Background: an optimization exercise with open tools, aiming at small area and a short achievable clock period. Do not read the settings as production practice.
Where RTL was checked, it was by simulation tests only, not by an equivalence proof against the original.
No functional check of the RTL was part of run 1.
Power is estimated from default activity; no workload was simulated.

===== design/flow/config.mk =====
export PLATFORM = sky130hd
export DESIGN_NAME = alu_19bit
export DESIGN_NICKNAME = alu_19bit
export VERILOG_FILES = /design/flow/design.v
export SDC_FILE = /design/flow/constraint.sdc
export NUM_CORES = 4
export LEC_CHECK = 0
export ABC_AREA = 1
export CAP_MARGIN = 20
export CORE_MARGIN = 2
export CORE_UTILIZATION = 40
export SLEW_MARGIN = 20

===== design/flow/constraint.sdc =====
create_clock -name core_clock -period 50.0 [get_ports {clk}]
set_input_delay 10.0000 -clock core_clock [delete_from_list [all_inputs] [get_ports {clk}]]
set_output_delay 10.0000 -clock core_clock [all_outputs]
set_load 0.01 [all_outputs]

===== design/flow/design.v =====
`timescale 1ns/1ps
package alu19_pkg;
    localparam int          W       = 19;
    localparam logic [18:0] SMAX    = 19'h3FFFF;
    localparam logic [18:0] SMIN    = 19'h40000;
    localparam logic [18:0] ENC_KEY = 19'h0C6FE;
endpackage
`timescale 1ns/1ps
module alu19_add #(parameter int W = 8, parameter int ARCH = 1) (
    input  logic [W-1:0] x,
    input  logic [W-1:0] y,
    input  logic         ci,
    output logic [W-1:0] s,
    output logic         co
);
    localparam int L = (W >= 16) ? 5 : (W >= 8) ? 4 : (W >= 4) ? 3 : (W >= 2) ? 2 : 1;
    logic [W:0] g [0:L];
    logic [W:0] p [0:L];
    logic [W:0] c;
    logic [W-1:0] px;
    for (genvar i = 0; i < W; i++) begin : g_px
        assign px[i] = x[i] ? ~y[i] : y[i];
    end
    assign g[0] = {x, ci};    
    assign p[0] = {px, 1'b0};
    generate
        if (ARCH == 0) begin : g_rip
            assign c[0] = ci;
            for (genvar i = 0; i < W; i++) begin : g_b
                assign c[i+1] = p[0][i+1] ? c[i] : x[i];
            end
        end else if (ARCH == 3) begin : g_bk
            logic [W:0] bg [0:2*L-1];
            logic [W:0] bp [0:2*L-1];
            assign bg[0] = g[0];
            assign bp[0] = p[0];
            for (genvar l = 0; l < L; l++) begin : g_up
                for (genvar i = 0; i <= W; i++) begin : g_b
                    if ((i + 1) % (2 << l) == 0) begin : g_op
                        assign bg[l+1][i] = bp[l][i] ? bg[l][i - (1 << l)] : bg[l][i];
                        assign bp[l+1][i] = bp[l][i] & bp[l][i - (1 << l)];
                    end else begin : g_pass
                        assign bg[l+1][i] = bg[l][i];
                        assign bp[l+1][i] = bp[l][i];
                    end
                end
            end
            for (genvar m = 0; m < L - 1; m++) begin : g_dn
                localparam int LL = L - 2 - m;
                for (genvar i = 0; i <= W; i++) begin : g_b
                    if ((i + 1) % (2 << LL) == (1 << LL) && i >= (2 << LL)) begin : g_op
                        assign bg[L+m+1][i] = bp[L+m][i] ? bg[L+m][i - (1 << LL)] : bg[L+m][i];
                        assign bp[L+m+1][i] = bp[L+m][i] & bp[L+m][i - (1 << LL)];
                    end else begin : g_pass
                        assign bg[L+m+1][i] = bg[L+m][i];
                        assign bp[L+m+1][i] = bp[L+m][i];
                    end
                end
            end
            assign c = bg[2*L-1];
        end else begin : g_pfx
            for (genvar l = 0; l < L; l++) begin : g_lvl
                for (genvar i = 0; i <= W; i++) begin : g_b
                    if (ARCH == 1) begin : g_skl
                        if ((i >> l) & 1) begin : g_op
                            localparam int J = ((i >> l) << l) - 1;
                            assign g[l+1][i] = p[l][i] ? g[l][J] : g[l][i];
                            assign p[l+1][i] = p[l][i] & p[l][J];
                        end else begin : g_pass
                            assign g[l+1][i] = g[l][i];
                            assign p[l+1][i] = p[l][i];
                        end
                    end else begin : g_ks
                        if (i >= (1 << l)) begin : g_op
                            assign g[l+1][i] = p[l][i] ? g[l][i - (1 << l)] : g[l][i];
                            assign p[l+1][i] = p[l][i] & p[l][i - (1 << l)];
                        end else begin : g_pass
                            assign g[l+1][i] = g[l][i];
                            assign p[l+1][i] = p[l][i];
                        end
                    end
                end
            end
            assign c = g[L];
        end
    endgenerate
    for (genvar i = 0; i < W; i++) begin : g_s
        assign s[i] = c[i] ? ~px[i] : px[i];
    end
    assign co = c[W];
endmodule
module alu19_muldiv #(parameter int ARCH = 3, parameter int RIPW = 5) (
    input  logic        div,   
    input  logic [18:0] ac,    
    input  logic [18:0] a,     
    input  logic [18:0] b,     
    output logic [19:0] p,     
    output logic [18:0] q      
);
    logic        sb, inv, inv18;
    logic [19:0] bs;           
    logic [20:0] hz;           
    assign sb    = b[18];
    assign bs    = {sb, b};
    assign inv   = div & ~sb;
    assign inv18 = div ? ~sb : 1'b1;
    always_comb begin
        hz[20] = 1'b1;
        hz[19] = 1'b1;
        for (int n = 18; n >= 0; n--) hz[n] = hz[n+1] & ~(b[n] ^ sb);
    end
    logic [19:0] acc [0:19];
    assign acc[19] = {1'b0, a & {19{div}}};
    genvar k;
    generate
        for (k = 18; k >= 0; k--) begin : g_row
            localparam int WD = 20 - k;
            logic [WD-1:0] x, t;
            logic          iv, co, sel;
            assign x  = acc[k+1][19:k];
            assign iv = (k == 18) ? inv18 : inv;
            alu19_add #(.W(WD), .ARCH(WD <= RIPW ? 0 : ARCH)) u_add (
                .x(x), .y(bs[WD-1:0] ^ {WD{iv}}), .ci(iv), .s(t), .co(co));
            assign sel  = div ? (hz[WD] & co) : ac[k];
            assign q[k] = sel;
            if (k > 0) begin : g_lo
                assign acc[k] = {sel ? t : x, acc[k+1][k-1:0]};
            end else begin : g_last
                assign acc[k] = sel ? t : x;
            end
        end
    endgenerate
    assign p = acc[0];
endmodule
`timescale 1ns/1ps
module alu_19bit (
    input  logic          clk,
    input  logic          rst_n,
    input  logic [18:0]   AC,
    input  logic [18:0]   DR,
    input  logic          ADD,
    input  logic          SUB,
    input  logic          MUL,
    input  logic          DIV,
    input  logic          AND,
    input  logic          OR,
    input  logic          XOR,
    input  logic          NOT,
    input  logic          INC,
    input  logic          DEC,
    input  logic          FFT,
    input  logic          ENC,
    input  logic          DNC,
    input  logic          TNF,
    output logic [18:0]   ALU_OP,
    output logic          OVF_FLAG
);
    localparam logic [18:0] SMIN    = alu19_pkg::SMIN;
    localparam logic [18:0] ENC_KEY = alu19_pkg::ENC_KEY;
    logic s_add, s_sub, s_mul, s_div, s_and, s_or, s_xor, s_not;
    logic s_inc, s_dec, s_fft, s_enc, s_dnc, s_tnf;
    logic hi4, hi8;
    assign s_add = ADD;
    assign s_sub = ~ADD & SUB;
    assign s_mul = ~ADD & ~SUB & MUL;
    assign s_div = ~ADD & ~SUB & ~MUL & DIV;
    assign hi4   = ~ADD & ~SUB & ~MUL & ~DIV;
    assign s_and = hi4 & AND;
    assign s_or  = hi4 & ~AND & OR;
    assign s_xor = hi4 & ~AND & ~OR & XOR;
    assign s_not = hi4 & ~AND & ~OR & ~XOR & NOT;
    assign hi8   = hi4 & ~AND & ~OR & ~XOR & ~NOT;
    assign s_inc = hi8 & INC;
    assign s_dec = hi8 & ~INC & DEC;
    assign s_fft = hi8 & ~INC & ~DEC & FFT;
    assign s_enc = hi8 & ~INC & ~DEC & ~FFT & ENC;
    assign s_dnc = hi8 & ~INC & ~DEC & ~FFT & ~ENC & DNC;
    assign s_tnf = hi8 & ~INC & ~DEC & ~FFT & ~ENC & ~DNC & TNF;
    logic [18:0] ax, ay, ap, as;
    logic [19:0] ac;
    assign ax    = AC ^ {19{s_tnf | s_not}};
    assign ay    = (DR & {19{s_add | s_sub | s_and | s_or | s_xor}}) ^ {19{s_sub | s_dec}};
    assign ac[0] = s_sub | s_inc | s_tnf;
    for (genvar j = 0; j < 19; j++) begin : g_add
        assign ap[j]   = ax[j] ? ~ay[j] : ay[j];
        assign as[j]   = ac[j] ? ~ap[j] : ap[j];
        assign ac[j+1] = ap[j] ? ac[j] : ax[j];
    end
    logic a_ovf;
    assign a_ovf = (ax[18] == ay[18]) && (as[18] != ax[18]);
    function automatic logic [18:0] por(input logic [18:0] x);
        por = x;
        for (int l = 0; l < 5; l++)
            for (int i = 0; i < 19; i++)
                if ((i >> l) & 1) por[i] = por[i] | por[((i >> l) << l) - 1];
    endfunction
    function automatic logic [18:0] cneg(input logic [18:0] x, input logic s);
        logic [18:0] o;
        o = por(x);
        cneg = x ^ ({o[17:0], 1'b0} & {19{s}});
    endfunction
    logic        sa, sb, sgn;
    logic [18:0] ma, mb;
    assign sa  = AC[18];
    assign sb  = DR[18];
    assign sgn = sa ^ sb;
    assign ma  = cneg(AC, sa);
    assign mb  = cneg(DR, sb);
    logic [19:0] p;
    logic [18:0] qm;
    alu19_muldiv u_md (.div(~MUL), .ac(AC), .a(ma), .b(DR), .p(p), .q(qm));
    logic [19:0] sfx;
    logic        big;
    always_comb begin
        sfx[19] = 1'b0;
        for (int n = 18; n >= 0; n--) sfx[n] = sfx[n+1] | mb[n];
        big = 1'b0;
        for (int i = 1; i < 19; i++) big = big | (ma[i] & sfx[19-i]);
    end
    logic pneg, dz;
    logic mul_ovf, div_ovf;
    assign pneg    = sgn & (|AC) & (|DR);
    assign mul_ovf = big | (pneg ? ~(p[19] & p[18]) : (p[19] | p[18]));
    assign dz      = (DR == '0);
    assign div_ovf = dz | (AC == SMIN && DR == 19'h7FFFF);
    logic [18:0] mr, mo, md_r;
    logic        mneg;
    assign mr   = s_mul ? p[18:0] : qm;
    assign mneg = ~s_mul & sgn & ~dz;
    assign mo   = por({mr[18:1], 1'b0});
    assign md_r = {mr[18:1] ^ ((mo[17:0] | {18{mr[0]}}) & {18{mneg}}), mr[0]};
    function automatic logic [18:0] bitrev(input logic [18:0] x);
        for (int i = 0; i < 19; i++) bitrev[i] = x[18-i];
    endfunction
    logic [18:0] ex;
    assign ex = AC ^ ENC_KEY;
    logic [18:0] next_op;
    logic        next_ovf;
    assign next_op =
          ({19{s_add | s_sub | s_inc | s_dec | s_tnf | s_not}} & as)
        | ({19{s_mul | s_div}} & md_r)
        | ({19{s_and}} & (ax & ~ap))
        | ({19{s_or}}  & (ax | ap))
        | ({19{s_xor}} & ap)
        | ({19{s_fft}} & bitrev(AC))
        | ({19{s_enc}} & ({AC[15:0], AC[18:16]} ^ ENC_KEY))
        | ({19{s_dnc}} & {ex[2:0], ex[18:3]});
    assign next_ovf =
          ((s_add | s_sub | s_inc | s_dec | s_tnf) & a_ovf)
        | (s_mul & mul_ovf)
        | (s_div & div_ovf);
    always_ff @(posedge clk or negedge rst_n) begin
        if (!rst_n) begin
            ALU_OP   <= '0;
            OVF_FLAG <= 1'b0;
        end else begin
            ALU_OP   <= next_op;
            OVF_FLAG <= next_ovf;
        end
    end
endmodule

===== design/flow/run.sh =====
#!/bin/bash
# synth_recipe.tcl (not shown) runs the flow's synth.tcl, then flattens the netlist and writes it again
# the make line also repeats each setting of config.mk as NAME=value (left out here)
make -C /OpenROAD-flow-scripts/flow DESIGN_CONFIG=/design/flow/config.mk WORK_HOME=/design/flow/orfs CLKGATE_MAP_FILE= SYNTH_SCRIPT=/design/flow/synth_recipe.tcl finish

==> qor.yml, run 1 <==
run_status:
  status: "finished clean"
yosys:
  synth.avg_cell_area_sq_um: 5.46
  synthCells: 3680
  synth-main-ff-cell: "dfrtp_1"
  synth_fp_nets: 3773
  synth_edf_count: 0
  synth_top_area_share_pct: 22.5
  ys_seq_area_share_pct: 2.49
  syn_area_sq_um: 20100
  synth.distinct_cells: 75
  yosys-top-cells-area: "nand2_1 23%, nand3_1 12%, nand2_2 8.6%"
  async_reset_ff_share_pct: 100
  synth.largest_area_cell: "nand2_1"
  synth_seq_cells: 20
  synth_warnings: 90
setup_path:
  startpoint: "AC[0]"
  path_delay_family: "simple AND/OR/NAND/NOR gates"
  cp_slowest_stage_delay_ns: 0.74
  crit_fanout: 30
  crit_buf_inv: 14
  cpMostUsedCell: "nand2_1"
  crit_slowest_cell: "clkdlybuf4s50_1"
  end_kind: "flop"
  cp.required_ns: 50.07
  cp-start-kind: "input pin"
  critPathKind: "input pin to flop"
  worstPathArrival_ns: 37.56
clock_tree:
  post-cts-setup-buffers: 0
  cts.clk_slew.worst_paths_ns: 0.05
  tritoncts: "built"
  clockBufferDepth: 2
  holdBufCountCts: 0
  clock_sinks: 20
  htree_levels: 1
  cts-resized-gates: 0
  cts_buffers: 3
  clock-root-buffer: "clkbuf_16"
timing:
  min_period_ns: 37.49
  slew_viol_final: 0
  hold_viol: 0
  finalSetupViolations: 0
  fin_ws_ns: 12.51
  maxSlewHeadroom_pct: 29.3
  hold_ws_ns: 10.23
  worstMarginPinSlew_ns: 1.06
  timing.fmax_mhz: 26.7
  rsz0062_at_grt: "no"
  timing.final.crit_share_pct: 75.0
  finalSetupTns_ns: 0
worst_hold_path:
  hp-class: "input pin to asynchronous set/reset pin"
finish:
  final_util_pct: 41.6
  fill_cells: 5655
  syn2layout_area_growth_pct: 3.21
  antennaDiodeCount: 0
  finalNetCount: 3763
  drive_above_1_share_pct: 15.3
  final_cell_mix: "1206 x nand2_1, 488 x nand3_1, 434 x inv_1, 277 x nand2_2, 192 x nor2_1"
  layout_commonest_cell: "nand2_1"
route:
  via_per_inst: 5.29
  dr.pass1.iters: 6
  drt_wl_total_mm: 71.5
  wl_met2_mm: 31.4
  wl_per_cell_um: 16.5
  top_layer_used: "met4"
  drt_iter0_drc: 1750
  drcViolationCount: 0
  vias: 23000
  route.met3.wl_mm: 5.32
  ant_nets: 0
  m1WireLength_mm: 31.5
global_routing:
  overflow: 0
  antenna_found_initial: 0
  grt_max_degree: 52
  grt_pass1_vias: 21000
  grt_usage_pct: 26.7
  grt_pass1_wl_mm: 113
job:
  cap_viol_max_count: 0
place:
  place.gp.congestion: 0.978
  preCtsSetupSlack_ns: 12.78
  dp_hpwl_mm: 57.6
  port_buffers: 73
floorplanning:
  num_rows: 82
  die_h_um: 228
  core_area_sq_um: 49900
  dieWidth_um: 228
  dieArea_sq_um: 52100
  initial_core_util_pct: 40.3
  ioPinCount: 74
power_and_ir_drop:
  total_leakage_power_nw: 11.7
  ir_drop_v: 0.0000215
  power.density_nw_per_um2: 41.9
==> stage by stage <==
step,std cells,instance area (sq um),total power (W)
6_report,4341,20700,0.000869
5_1_grt,4341,20700,0.000972
4_1_cts,4341,20700,0.000860
3_5_place_dp,4337,20700,0.000839
3_3_place_gp,4337,20700,0.000841
2_1_floorplan,3680,20100,0.000683
==> cells in the mapped netlist, types with 10 or more instances <==
cell         n
a21boi_0    22
a21oi_1    107
a21oi_2     12
a31oi_1     15
buf_4       15
buf_6       31
clkbuf_1    11
clkbuf_8    29
clkinv_1    14
dfrtp_1     20
ha_1        39
inv_1      434
inv_2       32
nand2_1   1206
nand2_2    277
nand2_4     52
nand3_1    488
nand3_2     47
nand3b_1    42
nand4_1     36
nor2_1     192
nor2_2      42
o211ai_1    27
o21a_1      13
o21ai_0     81
o21ai_1     24
o21ai_2     13
o221ai_1    10
xnor2_1     21
xor2_1     178
==> layout make-up <==
type	count	area [sq um]	area share (%)
clock buffer	4	88.8	0.428
inverter	490	1900	9.15
multi-input combinational	3057	16500	79.6
sequential	20	500	2.41
tap	672	841	4.05
timing repair buffer	98	913	4.40
==> metal layers <==
layer	vias up	global-route usage [%]
li1	11700	-
met1	10300	35.3
met2	775	43.7
met3	172	3.69
met4	0	10.4
met5	-	0
==> final timing paths <==
path | end | depth (start not counted) | slack [ns]
max in group asynchronous | ALU_OP[9]$_DFF_PN0_ | 1 | 39.25
min | ALU_OP[4]$_DFF_PN0_ | 1 | 10.23
min in group core_clock | OVF_FLAG$_DFF_PN0_ | 4 | 10.64
max | OVF_FLAG$_DFF_PN0_ | 232 | 12.51
==> sequential cells by signal (all words and copies together), names as in the netlist <==
register,count
OVF_FLAG,1
ALU_OP,19
==> power by group <==
part / switching (W) / total [W] / internal (W)
Clock: 0.00000537 / 0.0000175 / 0.0000122
Sequential: 0.00000164 / 0.0000228 / 0.0000211
Combinational: 0.000554 / 0.000829 / 0.000275
Total: 0.000561 / 0.000869 / 0.000308
==> logic make-up after synthesis <==
| group | Yosys count | share of synthesized area [%] |
|---|---|---|
| AND/OR/NAND/NOR | 2445 | 59.0 |
| buffers and inverters | 603 | 15.5 |
| AO/OA/AOI/OAI | 370 | 11.5 |
| XOR/XNOR | 203 | 9.05 |
| adder cells (fa/ha/maj) | 39 | 2.43 |
| flip-flops | 20 | 2.49 |
==> run 2: changes to the inputs <==
--- a/design/flow/design.v
+++ b/design/flow/design.v
@@ -89,7 +89,7 @@
     end
     assign co = c[W];
 endmodule
-module alu19_muldiv #(parameter int ARCH = 3, parameter int RIPW = 5) (
+module alu19_muldiv #(parameter int ARCH = 3, parameter int RIPW = 0) (
     input  logic        div,   
     input  logic [18:0] ac,    
     input  logic [18:0] a,     
==> design/flow/flow/run.sh (new file) <==
#!/bin/bash
# The standard ORFS layout, with sky130_fd_sc_hd__buf_8 as the port buffers
# that buffer_ports puts on every input and output.
set -euo pipefail
export BUFFER_PORTS_ARGS="-buffer_cell sky130_fd_sc_hd__buf_8"
bash standard.sh > flow_make.log 2>&1
==> design/flow/standard.sh (new file) <==
#!/bin/bash
# synth_recipe.tcl (not shown) runs the flow's synth.tcl, then flattens the netlist and writes it again
# the make line also repeats each setting of config.mk as NAME=value (left out here)
make -C /OpenROAD-flow-scripts/flow DESIGN_CONFIG=/design/flow/config.mk WORK_HOME=/design/flow/orfs CLKGATE_MAP_FILE= SYNTH_SCRIPT=/design/flow/synth_recipe.tcl "${@:-finish}"
removed: design/flow/run.sh
==> run 2 against run 1 <==
Against the previous run:
- still clean
- global-route usage up 0.56 points
- wire length grew 3.4%
- non-clock buffer count fell by 2
- utilization is 0.70 points higher
- critical path depth decreased by 3
- die area is 1.2% higher
- synthesized cell count increased by 0.24%
- first-iteration DRC count rose by 17%
- critical endpoint is now ALU_OP[0]$_DFF_PN0_
==> qor.yml, run 2 <==
finish:
  regArea_sq_um: 500
  syn2layout_area_growth_pct: 4.29
  drive_above_1_share_pct: 18.9
  finalNetCount: 3769
  multi_input_comb_area_sq_um: 16600
  final_util_pct: 42.3
  fill_cells: 5635
  largest_reg_flops: 19
  largest-register: "ALU_OP"
  top_regs: "ALU_OP (19), OVF_FLAG (1)"
  layout_commonest_cell: "nand2_1"
  final_cell_mix: "1179 x nand2_1, 487 x nand3_1, 433 x inv_1, 316 x nand2_2, 185 x nor2_1"
setup_path:
  worstPathArrival_ns: 37.04
  cp_slowest_stage_delay_ns: 0.54
  cp-start-kind: "input pin"
  end_kind: "flop"
  cpMostUsedCell: "nand2_2"
  path_delay_family: "simple AND/OR/NAND/NOR gates"
  cp.required_ns: 50.07
  crit_slowest_cell: "nand2_2"
  crit_fanout: 29
  crit_buf_inv: 12
  critPathKind: "input pin to flop"
clock_tree:
  htree_levels: 1
  cts_buffers: 3
  cts.clk_slew.worst_paths_ns: 0.05
  clockBufferDepth: 2
  tritoncts: "built"
  cts-resized-gates: 0
  post-cts-setup-buffers: 0
  clock_sinks: 20
  holdBufCountCts: 0
  clock-root-buffer: "clkbuf_16"
run_status:
  status: "finished clean"
timing:
  maxSlewHeadroom_pct: 31.1
  finalSetupTns_ns: 0
  worstMarginPinSlew_ns: 1.03
  fin_ws_ns: 13.03
  slew_viol_final: 0
  timing.final.crit_share_pct: 73.9
  hold_viol: 0
  finalSetupViolations: 0
  rsz0062_at_grt: "no"
  timing.fmax_mhz: 27.0
  min_period_ns: 36.97
yosys:
  async_reset_ff_share_pct: 100
  synth.largest_area_cell: "nand2_1"
  synth_seq_cells: 20
  synth.avg_cell_area_sq_um: 5.52
  synth_warnings: 98
  synth_fp_nets: 3782
  yosys-top-cells-area: "nand2_1 22%, nand3_1 12%, nand2_2 9.7%"
  synth_most_common_cell: "nand2_1"
  ys_seq_area_share_pct: 2.46
  synthCells: 3689
  syn_area_sq_um: 20400
  synth_top_area_share_pct: 21.7
  synth-main-ff-cell: "dfrtp_1"
  synth_edf_count: 0
  synth.distinct_cells: 85
  netlist_top_cells_count: "1179 x nand2_1, 487 x nand3_1, 433 x inv_1, 316 x nand2_2, 186 x nor2_1"
floorplanning:
  dieArea_sq_um: 52700
  ioPinCount: 74
  dieWidth_um: 230
  initial_core_util_pct: 40.6
  core_area_sq_um: 50200
  num_rows: 82
  die_h_um: 230
route:
  drt_iter0_drc: 2047
  dr.pass1.iters: 6
  drcViolationCount: 0
  vias: 22900
  drt_wl_total_mm: 74.0
  via_per_inst: 5.27
  ant_nets: 0
  wl_per_cell_um: 17.0
place:
  preCtsSetupSlack_ns: 13.10
  dp_hpwl_mm: 58.1
  place.gp.congestion: 0.976
  port_buffers: 73
worst_hold_path:
  hp-class: "input pin to asynchronous set/reset pin"
global_routing:
  grt_pass1_wl_mm: 115
  antenna_found_initial: 1
  overflow: 0
  grt_usage_pct: 27.2
  grt_max_degree: 73
  grt_pass1_vias: 21000
power_and_ir_drop:
  ir_drop_v: 0.0000185
  total_leakage_power_nw: 11.9
  power.density_nw_per_um2: 40.8
job:
  cap_viol_max_count: 0
## run 2: layer usage
layer | share of wire, % | GRT usage [%] | routed length [um] | vias to the layer above
li1 | - | - | - | 11700
met1 | 45 | 37.2 | 33500 | 10300
met2 | 45 | 46.3 | 33600 | 766
met3 | 6.7 | 1.95 | 4940 | 119
met4 | 2.7 | 6.55 | 1970 | 0
met5 | 0 | 0 | 0 | -
## run 2: final timing paths
| check | slack [ns] | endpoint | depth (start not counted) | start |
|---|---|---|---|---|
| min | 9.56 | ALU_OP[0]$_DFF_PN0_ | 1 | rst_n |
| min in group core_clock | 10.11 | ALU_OP[18]$_DFF_PN0_ | 4 | AC[2] |
| max | 13.03 | ALU_OP[0]$_DFF_PN0_ | 229 | AC[14] |
| max in group asynchronous | 40.29 | ALU_OP[18]$_DFF_PN0_ | 1 | rst_n |
## run 2: final cells by class
type	count	share of cell area, %
multi-input combinational	3058	78.1
inverter	497	9.07
timing repair buffer	96	5.98
tap	672	3.96
sequential	20	2.36
clock buffer	3	0.354
clock inverter	1	0.141
antenna	1	0.0118
## run 2: through the flow
| stage | cell area, sq um | cells | power (W) | hold slack (ns) |
|---|---|---|---|---|
| 2_1_floorplan | 20400 | 3689 | 0.000675 | 9.70 |
| 3_3_place_gp | 21100 | 4343 | 0.000835 | 9.83 |
| 3_5_place_dp | 21100 | 4343 | 0.000834 | 9.83 |
| 4_1_cts | 21200 | 4347 | 0.000858 | 9.56 |
| 5_1_grt | 21200 | 4347 | 0.000967 | 9.56 |
| 6_report | 21200 | 4348 | 0.000867 | 9.56 |
## run 2: cells by family (layout without fill, tap and decap cells)
group	Yosys count	count (layout)	synth area share [%]
AO/OA/AOI/OAI	368	368	11.7
flip-flops	20	20	2.46
adder cells (fa/ha/maj)	39	39	2.40
other	0	1	0
buffers and inverters	611	597	16.1
XOR/XNOR	203	203	8.86
AND/OR/NAND/NOR	2448	2448	58.5
## run 2: power by group
| group | internal [W] | switching (W) | leakage (nW) |
|---|---|---|---|
| Sequential | 0.0000212 | 0.00000327 | 0.237 |
| Clock | 0.0000159 | 0.00000545 | 0.0511 |
| Combinational | 0.000279 | 0.000542 | 11.7 |
| Total | 0.000316 | 0.000551 | 11.9 |
==> run 3: changes to the inputs <==
==> design/flow/flow/run.sh (replaced) <==
#!/bin/bash
# The standard ORFS layout, with sky130_fd_sc_hd__buf_4 as the port buffers
# that buffer_ports puts on every input and output.
set -euo pipefail
export BUFFER_PORTS_ARGS="-buffer_cell sky130_fd_sc_hd__buf_4"
bash standard.sh > flow_make.log 2>&1
==> run 3 against run 2 <==
Against the previous run:
- setup slack got worse by 0.72 ns
- utilization down 1.1 points
- power down 2.3%
- via count increased by 0.53%
- hold slack improved by 0.057 ns
- final area is 2.6% lower
- largest power group unchanged
- highest routed layer is now met5
==> qor.yml, run 3 <==
run_status:
  status: "finished clean"
yosys:
  synth.largest_area_cell: "nand2_1"
  synth_fp_nets: 3782
  netlist_top_cells_count: "1179 x nand2_1, 487 x nand3_1, 433 x inv_1, 316 x nand2_2, 186 x nor2_1"
  synthCells: 3689
  synth_most_common_cell: "nand2_1"
  synth_warnings: 98
  yosys-top-cells-area: "nand2_1 22%, nand3_1 12%, nand2_2 9.7%"
  synth.distinct_cells: 85
  synth-main-ff-cell: "dfrtp_1"
  synth_edf_count: 0
  synth_top_area_share_pct: 21.7
  synth.avg_cell_area_sq_um: 5.52
  syn_area_sq_um: 20400
  async_reset_ff_share_pct: 100
  ys_seq_area_share_pct: 2.46
  synth_seq_cells: 20
setup_path:
  cpMostUsedCell: "nand2_2"
  cp_slowest_stage_delay_ns: 0.61
  end_kind: "flop"
  worstPathArrival_ns: 37.83
  crit_slowest_cell: "buf_4"
  cp.required_ns: 50.13
  critPathKind: "input pin to flop"
  cp-start-kind: "input pin"
  crit_fanout: 55
power_and_ir_drop:
  switching_share_pct: 64.3
  power_frac_comb_pct: 95.2
  total_leakage_power_nw: 11.8
  ir_drop_v: 0.0000174
  p_int_w: 0.000302
  power_frac_seq_pct: 2.7
  power.density_nw_per_um2: 41.0
  netSwitchingPower_w: 0.000545
  pwr-share-clk_pct: 2.1
clock_tree:
  cts_buffers: 3
  clockBufferDepth: 2
  cts.clk_slew.worst_paths_ns: 0.05
  clock_sinks: 20
  cts-resized-gates: 0
  tritoncts: "built"
  post-cts-setup-buffers: 0
  holdBufCountCts: 0
  clock-root-buffer: "clkbuf_16"
  htree_levels: 1
global_routing:
  antenna_found_initial: 2
  grt_pass1_wl_mm: 114
  overflow: 0
  grt_max_degree: 56
  grt_pass1_vias: 20900
  grt_usage_pct: 26.7
timing:
  timing.fmax_mhz: 26.5
  rsz0062_at_grt: "no"
  maxSlewHeadroom_pct: 25.6
  min_period_ns: 37.69
  worstMarginPinSlew_ns: 1.12
  finalSetupTns_ns: 0
  timing.final.crit_share_pct: 75.4
  slew_viol_final: 0
  fin_ws_ns: 12.31
  hold_ws_ns: 9.61
  hold_viol: 0
  finalSetupViolations: 0
place:
  port_buffers: 73
  preCtsSetupSlack_ns: 12.54
  dp_hpwl_mm: 57.5
  place.gp.congestion: 0.984
  placed_cell_area_sq_um: 20600
finish:
  fill_cells: 5694
  regArea_sq_um: 500
  syn2layout_area_growth_pct: 1.54
  top_regs: "ALU_OP (19), OVF_FLAG (1)"
  fin_area_sq_um: 20700
  multi_input_comb_area_sq_um: 16600
  finalNetCount: 3770
  antennaDiodeCount: 0
  drive_above_1_share_pct: 18.9
  layout_commonest_cell: "nand2_1"
  largest-register: "ALU_OP"
  largest_reg_flops: 19
  final_cell_mix: "1179 x nand2_1, 487 x nand3_1, 433 x inv_1, 316 x nand2_2, 185 x nor2_1"
floorplanning:
  ioPinCount: 74
  die_h_um: 230
  num_rows: 82
  dieWidth_um: 230
  initial_core_util_pct: 40.6
  dieArea_sq_um: 52700
  core_area_sq_um: 50200
route:
  wl_per_cell_um: 16.7
  drcViolationCount: 0
  ant_nets: 0
  drt_iter0_drc: 1872
  vias: 23000
  dr.pass1.iters: 7
  via_per_inst: 5.30
  drt_wl_total_mm: 72.4
worst_hold_path:
  hp-class: "input pin to asynchronous set/reset pin"
job:
  cap_viol_max_count: 0
==> run 3: power by group through the flow <==
stage / Combinational, W / Sequential [W] / Clock [W]
floorplan: 0.000649 / 0.0000254 / 0
global placement: 0.000794 / 0.0000231 / 0
detailed placement: 0.000795 / 0.0000230 / 0
CTS: 0.000797 / 0.0000227 / 0.0000179
global route: 0.000906 / 0.0000230 / 0.0000190
finish: 0.000807 / 0.0000226 / 0.0000177
==> run 3: logic make-up after synthesis <==
| logic type | synth area share [%] |
|---|---|
| fa+ha+maj | 2.40 |
| simple gates | 58.5 |
| flops | 2.46 |
| xor+xnor | 8.86 |
| compound gates | 11.7 |
| buf+inv | 16.1 |
==> run 3: stage by stage <==
step | instances | power, W | utilization [%]
6_report | 4348 | 0.000847 | 41.2
3_3_place_gp | 4344 | 0.000817 | 41.0
5_1_grt | 4348 | 0.000948 | 41.2
2_1_floorplan | 3689 | 0.000675 | -
3_5_place_dp | 4344 | 0.000818 | 41.0
4_1_cts | 4348 | 0.000838 | 41.2
==> run 3: area by class of cell <==
cell class              instances  area share (%)
repair buffers                 97            3.52
inverters                     497            9.32
clock buffers                   4           0.430
multi-input cells            3058            80.2
well taps                     672            4.07
flip-flops and latches         20            2.42
==> run 3: final timing paths <==
path                                         to  cells after the start  startpoint  slack [ns]
min in group core_clock    ALU_OP[18]$_DFF_PN0_                      4       AC[2]       10.16
max                        ALU_OP[15]$_DFF_PN0_                    217         MUL       12.31
min                         ALU_OP[0]$_DFF_PN0_                      1       rst_n        9.61
max in group asynchronous  ALU_OP[18]$_DFF_PN0_                      1       rst_n       40.19
==> run 3: layer usage <==
| metal | routed length (um) | track usage [%] |
|---|---|---|
| met1 | 32600 | 36.3 |
| met2 | 32100 | 44.0 |
| met5 | 13 | 0 |
| met3 | 5070 | 2.74 |
| met4 | 2630 | 8.69 |
==> run 3: critical path: cells and delay by family <==
| family | cells | cell delay, ns |
|---|---|---|
| buf+inv | 10 | 2.15 |
| simple gates | 195 | 22.38 |
| xor+xnor | 1 | 0.18 |
| compound gates | 11 | 2.94 |
==> run 4: changes to the inputs <==
--- a/design/flow/design.v
+++ b/design/flow/design.v
@@ -89,7 +89,7 @@
     end
     assign co = c[W];
 endmodule
-module alu19_muldiv #(parameter int ARCH = 3, parameter int RIPW = 0) (
+module alu19_muldiv #(parameter int ARCH = 3, parameter int RIPW = 4) (
     input  logic        div,   
     input  logic [18:0] ac,    
     input  logic [18:0] a,     
--- a/design/flow/config.mk
+++ b/design/flow/config.mk
@@ -9,4 +9,5 @@
 export CAP_MARGIN = 20
 export CORE_MARGIN = 2
 export CORE_UTILIZATION = 40
+export PLACE_DENSITY = 0.8
 export SLEW_MARGIN = 20
==> run 4 against run 3 <==
Against the previous run:
- setup slack improved by 1.8 ns
- first-iteration DRC count rose by 25%
- combinational power fell by 0.6%
- area after synthesis fell by 1.5%
- utilization barely moved
- non-clock buffer count fell by 2
- largest power group unchanged
- sequential share of layout area barely moved
- critical path depth rose by 1
==> qor.yml, run 4 <==
run_status:
  status: "finished clean"
route:
  wl_per_cell_um: 15.8
  dr.pass1.iters: 8
  drt_wl_total_mm: 68.8
  via_per_inst: 5.43
  drcViolationCount: 0
  vias: 23700
  ant_nets: 0
  drt_iter0_drc: 2334
power_and_ir_drop:
  power.density_nw_per_um2: 41.2
  ir_drop_v: 0.0000192
  total_leakage_power_nw: 11.8
finish:
  finalNetCount: 3783
  drive_above_1_share_pct: 16.3
  largest-register: "ALU_OP"
  stdcell_count: 4361
  antennaDiodeCount: 0
  top_regs: "ALU_OP (19), OVF_FLAG (1)"
  layout_commonest_cell: "nand2_1"
  fill_cells: 5435
  largest_reg_flops: 19
  final_cell_mix: "1265 x nand2_1, 523 x nand3_1, 425 x inv_1, 248 x nand2_2, 195 x nor2_1"
  syn2layout_area_growth_pct: 2.47
clock_tree:
  cts.clk_slew.worst_paths_ns: 0.05
  tritoncts: "built"
  clockBufferDepth: 2
  post-cts-setup-buffers: 0
  cts-resized-gates: 0
  cts_buffers: 3
  clock_sinks: 20
  holdBufCountCts: 0
  clock-root-buffer: "clkbuf_16"
  htree_levels: 1
floorplanning:
  core_area_sq_um: 49900
  initial_core_util_pct: 40.2
  num_rows: 82
  dieArea_sq_um: 51900
  die_h_um: 228
  dieWidth_um: 228
  ioPinCount: 74
place:
  place.gp.congestion: 0.994
  dp_hpwl_mm: 54.1
  port_buffers: 73
  dp.cells: 4357
yosys:
  yosys-top-cells-area: "nand2_1 24%, nand3_1 13%, inv_1 8.0%"
  synth.distinct_cells: 71
  synth-main-ff-cell: "dfrtp_1"
  ys_seq_area_share_pct: 2.50
  synthCells: 3698
  synth_top_area_share_pct: 23.7
  async_reset_ff_share_pct: 100
  synth.avg_cell_area_sq_um: 5.42
  syn_area_sq_um: 20000
  synth_edf_count: 0
  synth_fp_nets: 3791
  synth.largest_area_cell: "nand2_1"
  synth_most_common_cell: "nand2_1"
  netlist_top_cells_count: "1265 x nand2_1, 523 x nand3_1, 425 x inv_1, 248 x nand2_2, 195 x nor2_1"
  synth_seq_cells: 20
  synth_warnings: 92
timing:
  maxSlewHeadroom_pct: 29.7
  timing.fmax_mhz: 27.9
  min_period_ns: 35.90
  rsz0062_at_grt: "no"
  slew_viol_final: 0
  finalSetupViolations: 0
  worstMarginPinSlew_ns: 1.03
  finalSetupTns_ns: 0
  hold_viol: 0
  timing.final.crit_share_pct: 71.8
global_routing:
  overflow: 0
  grt_pass1_wl_mm: 109
  antenna_found_initial: 0
  grt_pass1_vias: 21100
  grt_usage_pct: 25.3
  grt_max_degree: 53
job:
  cap_viol_max_count: 0
setup_path:
  crit_fanout: 52
  cpMostUsedCell: "nand2_1"
  crit_slowest_cell: "buf_4"
  end_kind: "flop"
  cp-start-kind: "input pin"
  worstPathArrival_ns: 35.92
  critPathKind: "input pin to flop"
  cp_slowest_stage_delay_ns: 0.61
  startpoint: "MUL"
  cp.required_ns: 50.02
worst_hold_path:
  hp-class: "input pin to asynchronous set/reset pin"
run 4: changes by cell type in the layout (fill, tap and decap cells not counted), moves of 8 or more:
cell,change
nor2_1,+10
nand2_4,+15
nand2_1,+86
inv_2,-12
nand3_1,+36
nand2_2,-68
a21oi_1,-15
o21ai_0,-15
inv_1,-8
nand3_2,-22
nand4_1,-9
run 4: how the worst max path moves through the flow:
stage | end | slack, ns | cells after the start
2_1_floorplan | ALU_OP[16]$_DFF_PN0_ | 19.74 | 225
3_3_place_gp | ALU_OP[7]$_DFF_PN0_ | 15.18 | 215
3_5_place_dp | ALU_OP[7]$_DFF_PN0_ | 14.59 | 215
4_1_cts | ALU_OP[7]$_DFF_PN0_ | 14.78 | 216
5_1_grt | ALU_OP[7]$_DFF_PN0_ | 11.32 | 218
6_report | ALU_OP[7]$_DFF_PN0_ | 14.10 | 218
run 4: cells by family (layout without fill, tap and decap cells):
group,Yosys count,in the layout,synth area share (%)
flops,20,20,2.50
compound gates,343,343,11.2
xor+xnor,199,199,8.73
fa+ha+maj,39,39,2.43
buf+inv,583,574,14.9
simple gates,2514,2514,60.2
run 4: critical path: cells and delay by family:
family | cells | cell delay (ns)
and+or+nand+nor | 198 | 21.57
AOI/OAI and AO/OA | 9 | 1.79
buffers and inverters | 10 | 2.28
xor gates and xnor gates | 1 | 0.14
run 4: cell type report:
| type | instances | area, sq um | area share (%) |
|---|---|---|---|
| Clock inverter | 1 | 30.0 | 0.146 |
| Multi-Input combinational cell | 3095 | 16600 | 80.7 |
| Timing Repair Buffer | 95 | 713 | 3.47 |
| Inverter | 475 | 1810 | 8.79 |
| Tap cell | 672 | 841 | 4.09 |
| Sequential cell | 20 | 500 | 2.44 |
| Clock buffer | 3 | 75.1 | 0.365 |
run 4: metrics by stage:
stage	hold slack [ns]	worst slack [ns]	utilization [%]	total power (W)	instance area, sq um
after global routing	9.63	11.32	41.2	0.000942	20500
after global placement	9.88	15.18	41.0	0.000796	20400
after CTS	9.62	14.78	41.2	0.000829	20500
final	9.62	14.10	41.2	0.000846	20500
after detailed placement	9.88	14.59	41.0	0.000805	20400
after floorplan	9.70	19.74	-	0.000666	20000
run 4: power breakdown:
part	switching [W]	internal, W
clock network	0.00000521	0.0000158
logic	0.000537	0.000265
registers	0.00000170	0.0000211
total	0.000543	0.000302
run 4: layer usage:
metal | track usage (%) | routed length (um) | up-vias
met2 | 39.7 | 29000 | 1150
met1 | 34.2 | 29000 | 10600
met3 | 4.14 | 7560 | 212
met5 | 0 | 0 | -
li1 | - | - | 11800
met4 | 10.7 | 3320 | 0
==> run 5: changes to the inputs <==
--- a/design/flow/config.mk
+++ b/design/flow/config.mk
@@ -8,6 +8,5 @@
 export ABC_AREA = 1
 export CAP_MARGIN = 20
 export CORE_MARGIN = 2
-export CORE_UTILIZATION = 40
-export PLACE_DENSITY = 0.8
+export CORE_UTILIZATION = 60
 export SLEW_MARGIN = 20
==> run 5 against run 4 <==
Against the previous run:
- still clean on timing, DRC and antenna
- via count up 2.3%
- synthesized cell count unchanged
- hold slack worse by 0.0028 ns
- critical path type unchanged
- largest power group unchanged
- highest routed layer unchanged
==> qor.yml, run 5 <==
finish:
  regArea_sq_um: 500
  final_util_pct: 62.0
  fin_area_sq_um: 20300
  drive_above_1_share_pct: 16.4
  final_cell_mix: "1265 x nand2_1, 523 x nand3_1, 425 x inv_1, 248 x nand2_2, 195 x nor2_1"
  layout_commonest_cell: "nand2_1"
  antennaDiodeCount: 0
  syn2layout_area_growth_pct: 1.17
  largest_reg_flops: 19
  largest-register: "ALU_OP"
  finalNetCount: 3789
  multi_input_comb_area_sq_um: 16600
  fill_cells: 3378
  top_regs: "ALU_OP (19), OVF_FLAG (1)"
yosys:
  ys_seq_area_share_pct: 2.50
  synth.largest_area_cell: "nand2_1"
  synth_fp_nets: 3791
  netlist_top_cells_count: "1265 x nand2_1, 523 x nand3_1, 425 x inv_1, 248 x nand2_2, 195 x nor2_1"
  synth_most_common_cell: "nand2_1"
  synth.distinct_cells: 71
  synth.avg_cell_area_sq_um: 5.42
  syn_area_sq_um: 20000
  yosys-top-cells-area: "nand2_1 24%, nand3_1 13%, inv_1 8.0%"
  synthCells: 3698
  synth_seq_cells: 20
  synth-main-ff-cell: "dfrtp_1"
  async_reset_ff_share_pct: 100
  synth_edf_count: 0
  synth_warnings: 92
  synth_top_area_share_pct: 23.7
setup_path:
  crit_buf_inv: 11
  critPathKind: "input pin to flop"
  cp_slowest_stage_delay_ns: 0.56
  end_kind: "flop"
  crit_slowest_cell: "buf_4"
  cp.required_ns: 50.04
  cpMostUsedCell: "nand2_1"
  crit_fanout: 50
  worstPathArrival_ns: 36.07
  path_delay_family: "simple AND/OR/NAND/NOR gates"
  cp-start-kind: "input pin"
clock_tree:
  htree_levels: 1
  clock-root-buffer: "clkbuf_16"
  clockBufferDepth: 2
  cts.clk_slew.worst_paths_ns: 0.05
  holdBufCountCts: 0
  clock_sinks: 20
  cts_buffers: 3
  post-cts-setup-buffers: 0
  cts-resized-gates: 0
  tritoncts: "built"
route:
  drt_wl_total_mm: 73.3
  vias: 24300
  drcViolationCount: 0
  via_per_inst: 5.86
  ant_nets: 0
  drt_iter0_drc: 2225
  dr.pass1.iters: 8
  wl_per_cell_um: 17.7
power_and_ir_drop:
  pwr-share-clk_pct: 2.1
  power_frac_comb_pct: 95.3
  power.density_nw_per_um2: 42.1
  netSwitchingPower_w: 0.000553
  switching_share_pct: 64.9
  ir_drop_v: 0.0000323
  p_int_w: 0.000299
  total_leakage_power_nw: 11.8
  power_frac_seq_pct: 2.6
place:
  placed_cell_area_sq_um: 20200
  port_buffers: 73
  dp_hpwl_mm: 57.8
  place.gp.congestion: 1.03
global_routing:
  antenna_found_initial: 0
  grt_max_degree: 51
  grt_usage_pct: 40.2
  overflow: 0
  grt_pass1_wl_mm: 114
  grt_pass1_vias: 22000
floorplanning:
  dieArea_sq_um: 34900
  initial_core_util_pct: 61.3
  core_area_sq_um: 32700
  dieWidth_um: 187
  num_rows: 66
  die_h_um: 187
  ioPinCount: 74
run_status:
  status: "finished clean"
timing:
  timing.final.crit_share_pct: 72.1
  rsz0062_at_grt: "no"
  worstMarginPinSlew_ns: 0.892
  finalSetupViolations: 0
  hold_viol: 0
  timing.fmax_mhz: 27.8
  slew_viol_final: 0
  min_period_ns: 36.03
  finalSetupTns_ns: 0
  maxSlewHeadroom_pct: 40.5
job:
  cap_viol_max_count: 0
worst_hold_path:
  hp-class: "input pin to asynchronous set/reset pin"
## run 5: logic make-up after synthesis
logic type	synth area share (%)
AO/OA/AOI/OAI	11.2
XOR/XNOR	8.73
adder cells (fa/ha/maj)	2.43
buffers and inverters	14.9
flip-flops	2.50
AND/OR/NAND/NOR	60.2
## run 5: metrics by stage
stage	cells	total power [W]	setup WS [ns]	hold WS, ns
floorplan	3698	0.000666	19.74	9.70
global placement	4133	0.000801	15.34	9.88
detailed placement	4133	0.000814	14.40	9.88
CTS	4137	0.000836	14.58	9.62
global route	4137	0.000944	10.85	9.63
finish	4137	0.000853	13.97	9.61
## run 5: layout make-up
type,instances,area share (%)
Multi-Input combinational cell,3095,81.7
Inverter,475,8.91
Clock buffer,4,0.438
Sequential cell,20,2.47
Tap cell,442,2.73
Timing Repair Buffer,101,3.74
## run 5: per-layer routing
metal	part of all wire (%)	GRT usage (%)	vias to the layer above
li1	-	-	11800
met1	41	52.0	11000
met2	44	65.4	1233
met3	10	6.32	273
met4	5.5	18.8	0
met5	0	0	-
## run 5: path summary, 6_finish.rpt
check | from | end | slack [ns] | cells after the start
max | MUL | ALU_OP[7]$_DFF_PN0_ | 13.97 | 231
min | rst_n | ALU_OP[18]$_DFF_PN0_ | 9.61 | 1
max in group asynchronous | rst_n | ALU_OP[3]$_DFF_PN0_ | 40.19 | 1
min in group core_clock | DIV | OVF_FLAG$_DFF_PN0_ | 10.14 | 3
## run 5: power groups by stage
| stage | clock network, W | logic, W | registers, W |
|---|---|---|---|
| after floorplan | 0 | 0.000640 | 0.0000254 |
| final | 0.0000175 | 0.000813 | 0.0000224 |
| after detailed placement | 0 | 0.000792 | 0.0000227 |
| after CTS | 0.0000178 | 0.000795 | 0.0000224 |
| after global routing | 0.0000185 | 0.000902 | 0.0000229 |
| after global placement | 0 | 0.000779 | 0.0000227 |
==> run 6: changes to the inputs <==
--- a/design/flow/config.mk
+++ b/design/flow/config.mk
@@ -8,5 +8,5 @@
 export ABC_AREA = 1
 export CAP_MARGIN = 20
 export CORE_MARGIN = 2
-export CORE_UTILIZATION = 60
+export CORE_UTILIZATION = 40
 export SLEW_MARGIN = 20
==> run 6 against run 5 <==
Against the previous run:
- synthesized cell count stayed put
- clock power is 25% higher
- power is 0.18% lower
- die area is 49% higher
- area after synthesis stayed put
- clock-buffer cell count is 1 lower
- non-clock buffer count is 2 lower
- combinational power is 0.7% lower
- first-iteration DRC count is 4.8% higher
- final cell count is 5.5% higher
- flip-flop and latch count stayed put
- via count is 5.1% lower
- critical endpoint is now ALU_OP[4]$_DFF_PN0_
==> qor.yml, run 6 <==
place:
  place.gp.congestion: 0.976
  dp_hpwl_mm: 58.7
  dp.cells: 4361
  port_buffers: 73
finish:
  layout_commonest_cell: "nand2_1"
  antennaDiodeCount: 0
  final_util_pct: 41.3
  regArea_sq_um: 500
  final_cell_mix: "1265 x nand2_1, 523 x nand3_1, 425 x inv_1, 248 x nand2_2, 195 x nor2_1"
  drive_above_1_share_pct: 16.4
  largest-register: "ALU_OP"
  stdcell_count: 4365
  finalNetCount: 3787
  multi_input_comb_area_sq_um: 16600
  largest_reg_flops: 19
  syn2layout_area_growth_pct: 2.67
  fill_cells: 5689
  top_regs: "ALU_OP (19), OVF_FLAG (1)"
setup_path:
  crit_slowest_cell: "inv_1"
  cpMostUsedCell: "nand2_1"
  cp_slowest_stage_delay_ns: 0.74
  end_kind: "flop"
  critical_path.endpoint: "ALU_OP[4]$_DFF_PN0_"
  crit_fanout: 33
  worstPathArrival_ns: 35.89
  startpoint: "MUL"
  cp-start-kind: "input pin"
  cp.required_ns: 50.04
  critPathKind: "input pin to flop"
timing:
  finalSetupViolations: 0
  rsz0062_at_grt: "no"
  slew_viol_final: 0
  maxSlewHeadroom_pct: 21.4
  timing.final.crit_share_pct: 71.7
  timing.fmax_mhz: 27.9
  worstMarginPinSlew_ns: 1.18
  hold_viol: 0
  finalSetupTns_ns: 0
  min_period_ns: 35.85
power_and_ir_drop:
  ir_drop_v: 0.0000167
  power.density_nw_per_um2: 41.4
  switching_share_pct: 64.4
  pwr-share-clk_pct: 2.6
  power_frac_seq_pct: 2.7
  power_frac_comb_pct: 94.7
  p_int_w: 0.000303
  total_leakage_power_nw: 11.8
  total_power_w: 0.000851
  netSwitchingPower_w: 0.000548
yosys:
  async_reset_ff_share_pct: 100
  synth_most_common_cell: "nand2_1"
  synth_top_area_share_pct: 23.7
  muxShareOfSynthArea_pct: 0
  synth_warnings: 92
  synth_top_family_by_area: "simple AND/OR/NAND/NOR gates"
  yosys-top-cells-area: "nand2_1 24%, nand3_1 13%, inv_1 8.0%"
  netlist_top_cells_count: "1265 x nand2_1, 523 x nand3_1, 425 x inv_1, 248 x nand2_2, 195 x nor2_1"
  synth.largest_area_cell: "nand2_1"
  ys_seq_area_share_pct: 2.50
  synthSimpleGateAreaFrac_pct: 60.2
  synth_seq_cells: 20
  synth.distinct_cells: 71
  synth_compound_area_share_pct: 11.2
  synthAdderAreaFrac_pct: 2.43
  synth_xor_area_share_pct: 8.73
  synthCells: 3698
  synth_edf_count: 0
  synth_fp_nets: 3791
  syn_area_sq_um: 20000
  synth.avg_cell_area_sq_um: 5.42
  synth-main-ff-cell: "dfrtp_1"
worst_hold_path:
  hp-class: "input pin to asynchronous set/reset pin"
floorplanning:
  ioPinCount: 74
  die_h_um: 228
  num_rows: 82
  dieWidth_um: 228
  core_area_sq_um: 49900
  initial_core_util_pct: 40.2
  dieArea_sq_um: 51900
clock_tree:
  clock-root-buffer: "clkbuf_16"
  clockBufferDepth: 2
  clock_sinks: 20
  cts-resized-gates: 0
  cts.clk_slew.worst_paths_ns: 0.06
  cts_buffers: 3
  post-cts-setup-buffers: 0
  htree_levels: 1
  holdBufCountCts: 0
  tritoncts: "built"
global_routing:
  grt_pass1_vias: 20900
  grt_max_degree: 47
  antenna_found_initial: 0
  grt_pass1_wl_mm: 115
  overflow: 0
  grt_usage_pct: 27.2
route:
  wl_per_cell_um: 16.9
  ant_nets: 0
  route.met3.wl_mm: 5.37
  vias: 23000
  via_per_inst: 5.27
  drt_wl_total_mm: 73.6
  drcViolationCount: 0
  top_layer_used: "met4"
  dr.pass1.iters: 6
  m1WireLength_mm: 33.6
  wl_met2_mm: 32.7
  drt_iter0_drc: 2331
run_status:
  status: "finished clean"
job:
  cap_viol_max_count: 0
## run 6: layer usage
layer / vias to the layer above / track usage [%]
met5: - / 0
met2: 748 / 45.0
li1: 11800 / -
met4: 0 / 5.92
met1: 10400 / 37.8
met3: 98 / 3.14
## run 6: stage by stage
step | instance area (sq um) | hold slack (ns) | setup WS (ns)
global route | 20600 | 9.63 | 11.11
floorplan | 20000 | 9.70 | 19.74
CTS | 20600 | 9.62 | 14.56
detailed placement | 20500 | 9.89 | 14.38
global placement | 20500 | 9.89 | 14.62
finish | 20600 | 9.62 | 14.15
## run 6: kinds of logic after synthesis
group	count (synthesis)
flip-flops	20
AND/OR/NAND/NOR	2514
adder cells (fa/ha/maj)	39
XOR/XNOR	199
buffers and inverters	583
AO/OA/AOI/OAI	343
## run 6: worst min path at each step
stage                      from                    to  slack, ns  cells after the start
after detailed placement  rst_n  ALU_OP[15]$_DFF_PN0_       9.89                      1
after CTS                 rst_n   ALU_OP[0]$_DFF_PN0_       9.62                      1
after global placement    rst_n  ALU_OP[15]$_DFF_PN0_       9.89                      1
after global routing      rst_n    OVF_FLAG$_DFF_PN0_       9.63                      1
final                     rst_n  ALU_OP[12]$_DFF_PN0_       9.62                      1
after floorplan           rst_n   ALU_OP[0]$_DFF_PN0_       9.70                      0
## run 6: power by group through the flow
| stage | Sequential, W | Combinational, W | Clock [W] |
|---|---|---|---|
| floorplan | 0.0000254 | 0.000640 | 0 |
| global placement | 0.0000233 | 0.000795 | 0 |
| detailed placement | 0.0000234 | 0.000794 | 0 |
| CTS | 0.0000231 | 0.000797 | 0.0000222 |
| global route | 0.0000235 | 0.000904 | 0.0000229 |
| finish | 0.0000229 | 0.000807 | 0.0000218 |
## run 6: cell type report
| type | instances | area share, % |
|---|---|---|
| Sequential cell | 20 | 2.43 |
| Timing Repair Buffer | 99 | 3.61 |
| Inverter | 475 | 8.78 |
| Clock buffer | 3 | 0.365 |
| Clock inverter | 1 | 0.146 |
| Tap cell | 672 | 4.08 |
| Multi-Input combinational cell | 3095 | 80.6 |
## run 6: critical path: cells and delay by family
| family | cells | cell delay, ns |
|---|---|---|
| buffers and inverters | 8 | 1.43 |
| adders and majority gates | 1 | 0.17 |
| and+or+nand+nor | 188 | 20.49 |
| AOI/OAI and AO/OA | 15 | 3.63 |
==> run 7: changes to the inputs <==
==> design/flow/run.sh (new file) <==
#!/bin/bash
# synth_recipe.tcl (not shown) runs the flow's synth.tcl, then flattens the netlist and writes it again
# the make line also repeats each setting of config.mk as NAME=value (left out here)
make -C /OpenROAD-flow-scripts/flow DESIGN_CONFIG=/design/flow/config.mk WORK_HOME=/design/flow/orfs CLKGATE_MAP_FILE= SYNTH_SCRIPT=/design/flow/synth_recipe.tcl finish
removed: design/flow/flow/run.sh
removed: design/flow/standard.sh
==> run 7 against run 6 <==
Against the previous run:
- synthesized cell count is the same
- clock-buffer cell count unchanged
- fmax is 1.0% lower
- largest power group unchanged
- non-clock buffer count rose by 5
- flip-flop and latch count unchanged
- largest cell class unchanged
==> qor.yml, run 7 <==
yosys:
  synth_most_common_cell: "nand2_1"
  netlist_top_cells_count: "1265 x nand2_1, 523 x nand3_1, 425 x inv_1, 248 x nand2_2, 195 x nor2_1"
  synth_seq_cells: 20
  async_reset_ff_share_pct: 100
  synthCells: 3698
  synth_edf_count: 0
  synth_top_area_share_pct: 23.7
  synth.largest_area_cell: "nand2_1"
  synth.avg_cell_area_sq_um: 5.42
  syn_area_sq_um: 20000
  synth.distinct_cells: 71
  ys_seq_area_share_pct: 2.50
  synth-main-ff-cell: "dfrtp_1"
  yosys-top-cells-area: "nand2_1 24%, nand3_1 13%, inv_1 8.0%"
  synth_fp_nets: 3791
  synth_warnings: 92
place:
  port_buffers: 73
  dp_hpwl_mm: 57.8
  place.gp.congestion: 0.968
  placed_cell_area_sq_um: 20700
finish:
  largest_reg_flops: 19
  largest-register: "ALU_OP"
  fin_area_sq_um: 20800
  layout_commonest_cell: "nand2_1"
  top_regs: "ALU_OP (19), OVF_FLAG (1)"
  syn2layout_area_growth_pct: 3.77
  drive_above_1_share_pct: 14.5
  final_cell_mix: "1265 x nand2_1, 523 x nand3_1, 425 x inv_1, 248 x nand2_2, 195 x nor2_1"
  finalNetCount: 3792
setup_path:
  cp.required_ns: 50.10
  cp-start-kind: "input pin"
  cpMostUsedCell: "nand2_1"
  end_kind: "flop"
  critPathKind: "input pin to flop"
  worstPathArrival_ns: 36.33
  crit_buf_inv: 12
  startpoint: "DR[18]"
  critical_path.endpoint: "ALU_OP[16]$_DFF_PN0_"
  crit_fanout: 27
  path_delay_family: "simple AND/OR/NAND/NOR gates"
  worst-path-stages: 209
  cp_slowest_stage_delay_ns: 0.58
  crit_slowest_cell: "inv_1"
floorplanning:
  dieArea_sq_um: 51900
  core_area_sq_um: 49900
  die_h_um: 228
  ioPinCount: 74
  num_rows: 82
  dieWidth_um: 228
  initial_core_util_pct: 40.2
route:
  route.met3.wl_mm: 6.03
  wl_per_cell_um: 16.7
  drt_iter0_drc: 1981
  top_layer_used: "met4"
  drcViolationCount: 0
  vias: 23100
  dr.pass1.iters: 8
  drt_wl_total_mm: 72.9
  via_per_inst: 5.28
  ant_nets: 0
  m1WireLength_mm: 33.0
  wl_met2_mm: 31.7
clock_tree:
  cts.clk_slew.worst_paths_ns: 0.06
  clockBufferDepth: 2
  clock_sinks: 20
  htree_levels: 1
  post-cts-setup-buffers: 0
  cts-resized-gates: 0
  tritoncts: "built"
  clock-root-buffer: "clkbuf_16"
  holdBufCountCts: 0
  cts_buffers: 3
global_routing:
  overflow: 0
  grt_max_degree: 48
  grt_pass1_vias: 21000
  grt_usage_pct: 27.2
  grt_pass1_wl_mm: 115
  antenna_found_initial: 0
run_status:
  status: "finished clean"
timing:
  slew_viol_final: 0
  min_period_ns: 36.23
  finalSetupViolations: 0
  timing.fmax_mhz: 27.6
  maxSlewHeadroom_pct: 27.8
  hold_viol: 0
  timing.final.crit_share_pct: 72.5
  finalSetupTns_ns: 0
  rsz0062_at_grt: "no"
  worstMarginPinSlew_ns: 1.08
power_and_ir_drop:
  power.density_nw_per_um2: 41.0
  total_power_w: 0.000853
  total_leakage_power_nw: 11.8
  ir_drop_v: 0.0000226
job:
  cap_viol_max_count: 0
worst_hold_path:
  hp-class: "input pin to asynchronous set/reset pin"
-- run 7: cell counts after synthesis --
Identical to the previous run, type by type.
-- run 7: final cells by class --
| cell class | instances | area [sq um] |
|---|---|---|
| multi-input cells | 3095 | 16600 |
| well taps | 672 | 841 |
| clock buffers | 3 | 75.1 |
| repair buffers | 104 | 961 |
| fillers | 5638 | 29100 |
| inverters | 475 | 1810 |
| flip-flops and latches | 20 | 500 |
| diodes | 1 | 2.50 |
| clock inverters | 1 | 30.0 |
-- run 7: metal layers --
metal,up-vias,global-route usage [%]
met1,10300,37.9
met2,833,44.0
met4,0,7.17
met3,131,3.62
li1,11800,-
met5,-,0
-- run 7: worst min-delay path by stage --
stage / cells past startpoint / slack (ns) / from / endpoint
after CTS: 1 / 10.28 / rst_n / ALU_OP[14]$_DFF_PN0_
final: 1 / 10.25 / rst_n / ALU_OP[14]$_DFF_PN0_
after detailed placement: 1 / 10.55 / rst_n / ALU_OP[13]$_DFF_PN0_
after global placement: 1 / 10.57 / rst_n / ALU_OP[13]$_DFF_PN0_
after global routing: 1 / 10.33 / rst_n / ALU_OP[14]$_DFF_PN0_
after floorplan: 0 / 9.70 / rst_n / ALU_OP[0]$_DFF_PN0_
-- run 7: power breakdown --
part / internal, W / total [W] / switching [W] / leakage [nW]
Combinational: 0.000269 / 0.000808 / 0.000539 / 11.5
Clock: 0.0000159 / 0.0000221 / 0.00000622 / 0.0511
Sequential: 0.0000211 / 0.0000228 / 0.00000170 / 0.237
Total: 0.000306 / 0.000853 / 0.000547 / 11.8
-- run 7: logic make-up after synthesis --
family,after synthesis,share of synthesized area (%)
AOI/OAI and AO/OA,343,11.2
and+or+nand+nor,2514,60.2
xor gates and xnor gates,199,8.73
DFF,20,2.50
buffers and inverters,583,14.9
adders and majority gates,39,2.43
-- run 7: stage by stage --
stage	util, %	setup WS [ns]	cells	hold slack, ns
after floorplan	-	19.74	3698	9.70
after global placement	41.5	14.23	4366	10.57
after detailed placement	41.5	14.02	4366	10.55
after CTS	41.7	14.23	4370	10.28
after global routing	41.7	10.57	4370	10.33
final	41.7	13.77	4371	10.25
==> run 8: changes to the inputs <==
==> design/flow/flow/run.sh (new file) <==
#!/bin/bash
# The standard ORFS layout with two changes:
#  - buffer_ports uses sky130_fd_sc_hd__buf_4 for the port buffers;
#  - the floorplan step's gate sizing aims for a setup margin
#    (flow/pre_floorplan.tcl); later steps keep the default margin.
set -euo pipefail
here=$(pwd)
export BUFFER_PORTS_ARGS="-buffer_cell sky130_fd_sc_hd__buf_4"
export PRE_FLOORPLAN_TCL="$here/flow/pre_floorplan.tcl"
bash standard.sh > flow_make.log 2>&1
==> design/flow/flow/pre_floorplan.tcl (new file) <==
# Used only by the floorplan step: its gate sizing (repair_timing with
# unbuffer, sizeup, swap, vt_swap) aims for 21 ns of setup slack.
set ::env(SETUP_SLACK_MARGIN) 21
==> design/flow/standard.sh (new file) <==
#!/bin/bash
# synth_recipe.tcl (not shown) runs the flow's synth.tcl, then flattens the netlist and writes it again
# the make line also repeats each setting of config.mk as NAME=value (left out here)
make -C /OpenROAD-flow-scripts/flow DESIGN_CONFIG=/design/flow/config.mk WORK_HOME=/design/flow/orfs CLKGATE_MAP_FILE= SYNTH_SCRIPT=/design/flow/synth_recipe.tcl "${@:-finish}"
removed: design/flow/run.sh
==> run 8 against run 7 <==
Against the previous run:
- sequential power about the same
- flip-flop and latch count did not move
- sequential share of layout area hardly changed
- clock-buffer cell count did not move
- clock power is essentially flat
- power increased by 2.8%
- critical endpoint unchanged
==> qor.yml, run 8 <==
yosys:
  synthAdderAreaFrac_pct: 2.43
  synthSimpleGateAreaFrac_pct: 60.2
  synth_fp_nets: 3791
  async_reset_ff_share_pct: 100
  synth_warnings: 92
  synthCells: 3698
  netlist_top_cells_count: "1265 x nand2_1, 523 x nand3_1, 425 x inv_1, 248 x nand2_2, 195 x nor2_1"
  synth.distinct_cells: 71
  synth_top_area_share_pct: 23.7
  synth_most_common_cell: "nand2_1"
  synth_compound_area_share_pct: 11.2
  synth_xor_area_share_pct: 8.73
  syn_area_sq_um: 20000
  synth.largest_area_cell: "nand2_1"
  synth_top_family_by_area: "simple AND/OR/NAND/NOR gates"
  synth_edf_count: 0
  synth-main-ff-cell: "dfrtp_1"
  synth_seq_cells: 20
  yosys-top-cells-area: "nand2_1 24%, nand3_1 13%, inv_1 8.0%"
  muxShareOfSynthArea_pct: 0
  ys_seq_area_share_pct: 2.50
  synth.avg_cell_area_sq_um: 5.42
setup_path:
  cp_slowest_stage_delay_ns: 0.78
  cp-start-kind: "input pin"
  worstPathArrival_ns: 35.55
  critPathKind: "input pin to flop"
  cpMostUsedCell: "nand2_1"
  crit_fanout: 27
  cp.required_ns: 50.10
  critical_path.endpoint: "ALU_OP[16]$_DFF_PN0_"
  startpoint: "MUL"
  end_kind: "flop"
  crit_slowest_cell: "inv_1"
route:
  drt_wl_total_mm: 74.7
  drt_iter0_drc: 1977
  via_per_inst: 5.32
  dr.pass1.iters: 6
  ant_nets: 0
  wl_per_cell_um: 17.1
  vias: 23200
  drcViolationCount: 0
finish:
  syn2layout_area_growth_pct: 5.34
  top_regs: "ALU_OP (19), OVF_FLAG (1)"
  finalNetCount: 3788
  drive_above_1_share_pct: 19.7
  largest-register: "ALU_OP"
  fin_area_sq_um: 21100
  fill_cells: 5652
  final_util_pct: 42.4
  final_cell_mix: "1212 x nand2_1, 481 x nand3_1, 423 x inv_1, 290 x nand2_2, 181 x nor2_1"
  largest_reg_flops: 19
  layout_commonest_cell: "nand2_1"
floorplanning:
  num_rows: 82
  die_h_um: 228
  ioPinCount: 74
  dieArea_sq_um: 51900
  core_area_sq_um: 49900
  dieWidth_um: 228
  initial_core_util_pct: 40.2
place:
  place.gp.congestion: 0.977
  placed_cell_area_sq_um: 21000
  dp_hpwl_mm: 59.3
  port_buffers: 73
clock_tree:
  htree_levels: 1
  cts_buffers: 3
  cts.clk_slew.worst_paths_ns: 0.06
  post-cts-setup-buffers: 0
  clock_sinks: 20
  cts-resized-gates: 0
  tritoncts: "built"
  clockBufferDepth: 2
  holdBufCountCts: 0
  clock-root-buffer: "clkbuf_16"
global_routing:
  grt_pass1_wl_mm: 117
  overflow: 0
  grt_usage_pct: 27.7
  antenna_found_initial: 2
  grt_pass1_vias: 21200
  grt_max_degree: 57
job:
  cap_viol_max_count: 0
timing:
  finalSetupViolations: 0
  finalSetupTns_ns: 0
  rsz0062_at_grt: "no"
  hold_ws_ns: 9.62
  maxSlewHeadroom_pct: 33.6
  min_period_ns: 35.45
  timing.final.crit_share_pct: 70.9
  slew_viol_final: 0
  worstMarginPinSlew_ns: 0.995
  hold_viol: 0
  timing.fmax_mhz: 28.2
run_status:
  status: "finished clean"
power_and_ir_drop:
  ir_drop_v: 0.0000220
  total_leakage_power_nw: 12.0
  power.density_nw_per_um2: 41.5
worst_hold_path:
  hp-class: "input pin to asynchronous set/reset pin"
[run 8: cell counts after synthesis]
Identical to the previous run, type by type.
[run 8: stage by stage]
step	total power [W]	setup WS, ns	cells
2_1_floorplan	0.000691	20.07	3698
6_report	0.000877	14.55	4367
5_1_grt	0.000977	11.53	4366
3_5_place_dp	0.000843	14.62	4362
3_3_place_gp	0.000845	14.93	4362
4_1_cts	0.000868	14.82	4366
[run 8: worst min path at each step]
stage	from	to	slack, ns	depth (start not counted)
after global routing	rst_n	ALU_OP[6]$_DFF_PN0_	9.64	1
final	rst_n	ALU_OP[6]$_DFF_PN0_	9.62	1
after floorplan	rst_n	ALU_OP[0]$_DFF_PN0_	9.70	0
after global placement	rst_n	ALU_OP[6]$_DFF_PN0_	9.90	1
after CTS	rst_n	ALU_OP[6]$_DFF_PN0_	9.63	1
after detailed placement	rst_n	ALU_OP[6]$_DFF_PN0_	9.90	1
[run 8: metal layers]
metal | global-route usage [%] | share of wire (%) | wire length (um) | vias up
met5 | 0 | 0 | 0 | -
met4 | 8.37 | 3.4 | 2520 | 0
met3 | 2.36 | 7.4 | 5530 | 130
met2 | 45.2 | 44 | 32700 | 812
met1 | 38.6 | 45 | 34000 | 10500
li1 | - | - | - | 11800
[run 8: area by class of cell]
cell class | instances | area, sq um | share of cell area, %
Antenna cell | 1 | 2.50 | 0.0118
Clock buffer | 3 | 75.1 | 0.355
Clock inverter | 1 | 30.0 | 0.142
Inverter | 475 | 1810 | 8.56
Multi-Input combinational cell | 3095 | 17100 | 81.0
Sequential cell | 20 | 500 | 2.37
Tap cell | 672 | 841 | 3.98
Timing Repair Buffer | 100 | 751 | 3.55
[run 8: worst max-delay path, delay by kind of cell]
family,cells,cell delay [ns]
simple gates,202,21.50
compound gates,10,2.08
buf+inv,10,1.70
fa+ha+maj,1,0.18
[run 8: kinds of logic (layout without fill, tap and decap cells)]
kind of cell	count (synthesis)	in the layout
and+or+nand+nor	2514	2514
adders and majority gates	39	39
xor gates and xnor gates	199	199
DFF	20	20
other	0	1
buffers and inverters	583	579
AOI/OAI and AO/OA	343	343
[run 8: power by group]
group,switching (W),internal [W]
Sequential,0.00000175,0.0000211
Clock,0.00000618,0.0000159
Combinational,0.000557,0.000275

re-timing with driven ports:
The flow's constraints put no driver on any port. The routed layouts listed below were extracted and timed again, unchanged, in two steps. Step 1 (the two cells are an assumption about what drives the block):
set clk [get_ports {clk}]
set_driving_cell -lib_cell sky130_fd_sc_hd__clkbuf_16 $clk
set_driving_cell -lib_cell sky130_fd_sc_hd__buf_2 [delete_from_list [all_inputs] $clk]
Step 2 moves the port delays by t, midway between the first and last clock arrival at a register: inputs arrive t later, outputs are due t later. That takes back most of the time a late clock gives input paths. Slacks: ideal ports / drivers / drivers and shift; pairs: ideal ports / drivers.
run | shift t [ns] | slack for setup (ns) | worst setup path after step 2
run 1 | 0.274 | 12.514 / 12.519 / 12.245 | input to register
run 2 | 0.274 | 13.028 / 13.017 / 12.744 | input to register
run 3 | 0.274 | 12.306 / 12.306 / 12.032 | input to register
run 4 | 0.274 | 14.101 / 14.101 / 13.827 | input to register
run 5 | 0.279 | 13.968 / 13.977 / 13.698 | input to register
run 6 | 0.278 | 14.150 / 14.154 / 13.876 | input to register
run 7 | 0.284 | 13.772 / 13.776 / 13.491 | input to register
run 8 | 0.280 | 14.551 / 14.558 / 14.278 | input to register
After both steps setup and hold are still met in every run listed. For run 2, which loses most, drivers alone change the setup slack by -0.011 ns; drivers and shift together by -0.284 ns.
